This design comes from an exercise in tuning for small area, a short achievable clock period and few clock cycles per item on the open sky130 flow, not from production work.
The RTL was checked by simulation tests, not by an equivalence proof against the original design.

## flow/design.v (module list and top-level ports; edited modules follow where they fit)
// module barrett_reduce_pipe: 722 lines
// module csa_fa: 10 lines
module barrett_reduce_pipe (
    input  logic        clk,
    input  logic        rst,
    input  logic        in_valid,
    input  logic [63:0] in_data,
    output logic        in_ready,
    output logic        out_valid,
    output logic [31:0] out_data,
    input  logic        out_ready,
    output logic        out_err
);
  // ...
==> flow/run.sh <==
#!/bin/bash
# synth_recipe.tcl (not shown) runs the flow's synth.tcl, then flattens the netlist and writes it again
# the make line also repeats each setting of config.mk as NAME=value (left out here)
make -C /OpenROAD-flow-scripts/flow DESIGN_CONFIG=/design/flow/config.mk WORK_HOME=/design/flow/orfs CLKGATE_MAP_FILE= SYNTH_SCRIPT=/design/flow/synth_recipe.tcl finish
==> flow/config.mk <==
export PLATFORM = sky130hd
export DESIGN_NAME = barrett_reduce_pipe
export DESIGN_NICKNAME = barrett_reduce_pipe
export VERILOG_FILES = /design/flow/design.v
export SDC_FILE = /design/flow/constraint.sdc
export NUM_CORES = 4
export LEC_CHECK = 0
export CAP_MARGIN = 20
export CORE_MARGIN = 2
export CORE_UTILIZATION = 40
export SLEW_MARGIN = 20
export SYNTH_HIERARCHICAL = 1
export SYNTH_MINIMUM_KEEP_SIZE = 0
==> flow/constraint.sdc <==
create_clock -name core_clock -period 9.0 [get_ports {clk}]
set_input_delay 1.8000 -clock core_clock [delete_from_list [all_inputs] [get_ports {clk}]]
set_output_delay 1.8000 -clock core_clock [all_outputs]
set_load 0.01 [all_outputs]
==> notes.md, run 1 <==
WHS 0.4799 ns; Final Hold Violating Endpoints 0; hold endpoint r_v2; FF/Latch Area 3263 um2; status no timing/DRC/antenna violations; GR peak layer met2; Max FO, Critical Path 14; Initial Util 40.75%; 1st-pass router iterations 5; Clock Latency Late Sink 0.36 ns; top cells by area, synth fa_1, edfxtp_1, ha_1; Root Buffer clkbuf_16; main combinational cell family by area after synthesis adder cells; vias in the first global route 9286; worst-margin pin slew 1.026 ns; routability cong. 0.9078; Inverters 82; die width 186.5 um; period utilization 93.39%; mux share of post-synthesis cell area 1.333%; met1 usage 26.72%; Worst Hold Class reg -> reg; Main synth FF type edfxtp_1; Placed Instances 1612; FF-to-FF Start q_m17v[0]; Post-Synth XOR/XNOR Area 2.648%; RSZ-0062 raised after global routing false; simple-gate portion of the synthesized area 9.878%; Worst Path Buf+Inv 3; crit end category flop; top sig layer met4; Max-slew headroom 31.62%; R2R Setup Slk 0.60 ns; Via Count 8835; GRT overflow 0; Post-Layout Inst Area 15150 um2
Testbench counts, summed over its fixed seeds: cycles 8,016, items 8,000.
==> run 2: changes to the inputs <==
--- a/flow/config.mk
+++ b/flow/config.mk
@@ -8,6 +8,7 @@
 export CAP_MARGIN = 20
 export CORE_MARGIN = 2
 export CORE_UTILIZATION = 40
+export SETUP_SLACK_MARGIN = 3.5
 export SLEW_MARGIN = 20
 export SYNTH_HIERARCHICAL = 1
 export SYNTH_MINIMUM_KEEP_SIZE = 0
==> run 2 against run 1 <==
  * Final area is 8.9% higher
  * Sequential share of layout area fell by 1.8 points
==> notes.md, run 2 <==
Core Rows 66 (unchanged); crit path launch type flop (unchanged); top sig layer met5 (was met4); slowest CP cell fa_2 (was or4_1); RSZ-0062 raised after global routing true (was false); First DRT Iteration DRCs 764 (was 735); Post-DP HPWL 28.02 mm (was 28.15 mm); initial antenna violation count 1 (was 0); crit-path max cell delay 0.61 ns (was 0.53 ns); Core Footprint 32700 um2 (unchanged); Max-slew headroom 33.91% (was 31.62%); CTS buffer count 9 (unchanged); GRT Util Overall 21.02% (was 19.79%); highest-count cells in the layout ignoring fill and taps fa_1, edfxtp_1, clkdlybuf4s50_1 (unchanged); Post-synth ARST share 1.835% (unchanged); crit path from q_m17v[0] (unchanged); crit end category flop (unchanged); Max FO, Critical Path 6 (was 14); DRC Markers 0 (unchanged); Netlist Area Pre-Place 13330 um2 (unchanged); biggest regs q_r (31), q_s1 (31), q_c1 (26) (unchanged); Final Critical Period 7.302 ns (was 8.405 ns); largest net degree at the start of global routing 77 (unchanged); 1st-pass router iterations 6 (was 5); routability cong. 0.9091 (was 0.9078); layout-stage area growth over the synthesis result 23.85% (was 13.72%); M1 WL 15.15 mm (was 14.81 mm); Met2 Wirelength 16.97 mm (was 15.56 mm); status no timing/DRC/antenna violations (unchanged); Die H 186.5 um (unchanged); via/cell ratio 5.475 (was 5.427); die width 186.5 um (unchanged); Root Buffer clkbuf_16 (unchanged); Initial Util 40.75% (unchanged); Setup WS pre-CTS 0.8585 ns (was 0.4949 ns); count leader, synth fa_1 (unchanged); final wirelength 36.04 mm (was 33.67 mm); Main synth FF type edfxtp_1 (unchanged); PortBufs 100 (unchanged); EDFF count, synth 107 (unchanged); Ys Warns 7 (unchanged); global-route wire length before repair 56.39 mm (was 52.47 mm); vias in the first global route 9983 (was 9286); WL/cell 21.03 um (was 20.68 um); HP Start r_v1 (unchanged); max cap viols 0 (unchanged); NumNets Final 1686 (was 1600); Slew Limit Fails 0 (unchanged); Avg Cell Area, Syn 12.27 um2 (unchanged); worst-margin pin slew 0.9913 ns (was 1.026 ns); GRT overflow 0 (unchanged); ANT nets after route 0 (unchanged); top cells by area, synth fa_1, edfxtp_1, ha_1 (unchanged); fmax 0.1370 GHz (was 0.1190 GHz); Post-Layout Inst Area 16500 um2 (was 15150 um2); Worst Hold Class reg -> reg (unchanged); Die Area 34790 um2 (unchanged); final setup fails 0 (unchanged); cell taking the most area after synthesis fa_1 (unchanged); Placed Area 14970 um2 (was 14850 um2); Data arrival, critical path 7.42 ns (was 8.52 ns); Post-Syn Instances 1086 (unchanged); CTS tree built (unchanged); Worst-path clk slew 0.08 ns (was 0.07 ns); TritonCTS Sinks 109 (unchanged); register area share after synthesis 24.49% (unchanged); Final Hold Violating Endpoints 0 (unchanged); Clock Tree Buf Depth 2 (unchanged); H-Tree Level Count 3 (unchanged); Yosys cell types 72 (unchanged); WS Path Type reg -> reg (unchanged); Ports 103 (unchanged); WHS 0.4808 ns (was 0.4799 ns); met3 routed WL 2.415 mm (was 1.935 mm); FF-to-FF Start q_m17v[0] (unchanged); share of post-route cells with drive strength above 1 18.71% (was 4.722%); Commonest cells post-synth fa_1, edfxtp_1, ha_1, inv_1, nand2_1 (unchanged); post-synthesis register bit count 109 (unchanged); CP Data Required Time 9.12 ns (was 9.11 ns); final setup TNS 0 ns (unchanged); cell mode on critical path ha_4; commonest non-fill, non-tap cell in the layout fa_1 (unchanged); period utilization 81.13% (was 93.39%); Setup Skew 0.01423 ns (was 0.008389 ns); setup ws final 1.698 ns (was 0.5952 ns); post-synth top area share 40.26% (unchanged); n_diodes 0 (unchanged); Via Count 9385 (was 8835); Clock Latency Late Sink 0.36 ns (about the same)
run 2: cell counts after synthesis:
Identical to the previous run, type by type.
run 2: stage by stage:
stage,util [%],std cells
after floorplan,-,1092
after global placement,45.79,1607
after detailed placement,45.79,1607
after CTS,49.67,1698
after global routing,50.47,1714
final,50.47,1714
run 2: timing repair:
action | CTS | global route
setup endpoints to repair | 30 | 30
hold buffers | 0 | 0
gates resized for setup | 77 | 28
cloned | 0 | 0
hold endpoints to repair | 0 | 0
setup buffers | 75 | 16
pin swaps | 58 | 43
run 2: worst paths after layout:
path	to	cells after the start	slack [ns]
setup / recovery	q_r[29]	31	1.70
hold / removal	r_v2	1	0.48
setup reg to reg	q_r[29]	31	1.70
hold reg to reg	r_v2	1	0.48
max in group asynchronous	r_v2	2	7.30
min in group asynchronous	r_v1	2	1.59
run 2: final cells by class:
cell class	instances	area (um2)
Fill cell	2808	16200
Multi-Input combinational cell	866	10260
Tap cell	442	553.0
Inverter	82	319.1
Timing Repair Buffer	199	1807
Sequential cell	109	3263
Clock inverter	7	73.82
Clock buffer	9	225.2
run 2: cell families (layout without fill, tap and decap cells):
logic type      Yosys count  in the layout  share of synthesized area [%]
fa+ha+maj               351            351                          48.06
simple gates            259            259                          9.878
compound gates          197            197                          10.12
buf+inv                 117            297                          3.446
flops                   109            109                          24.49
xor+xnor                 37             37                          2.648
mux                      15             15                          1.333
other cells               1              7                        0.02814
run 2: metal layers:
layer / vias to the layer above / global-route usage (%)
li1: 4120 / -
met1: 4729 / 28.76
met2: 453 / 33.87
met3: 81 / 3.160
met4: 2 / 8.394
met5: - / 0
run 2: per-module statistics from Yosys, one instance, submodules excluded:
module	flops+latches	cells inside	area (um2)
barrett_reduce_pipe	109	838	8361
csa_fa	0	1	20.02
run 2: critical path, delay by kind of cell (launching register included):
| family | cells | cell delay (ns) |
|---|---|---|
| adders and majority gates | 8 | 2.71 |
| AOI/OAI and AO/OA | 7 | 1.43 |
| and+or+nand+nor | 6 | 1.06 |
| muxes | 4 | 0.86 |
| buffers and inverters | 5 | 0.51 |
| DFF | 1 | 0.34 |
| xor gates and xnor gates | 1 | 0.15 |

[afterwards: timing with drivers on the ports]
How much do the figures lean on ideal ports? The routed layouts below were timed once more, with nothing changed but the port constraints.
Step 1 sets driving cells, clkbuf_16 on the clock port and buf_2 on the other inputs (assumed; they add their load-dependent delay and slew).
Step 2 adds t to the input delays and takes it off the output delays; t is the mean of the earliest and latest rising clock arrival at the registers after step 1. Input paths then give back, and output paths get back, about the clock's delay inside the block.
a / b / c = ideal ports / drivers / drivers and shift; a / b = the first two.
| run | t (ns) | setup WS [ns] | worst register clock-pin slew, ns |
|---|---|---|---|
| run 1 | 0.403 | 0.595 / 0.595 / 0.595 | 0.07 / 0.07 |
| run 2 | 0.406 | 1.698 / 1.698 / 1.698 | 0.08 / 0.08 |
After both steps setup and hold are still met in every run listed.
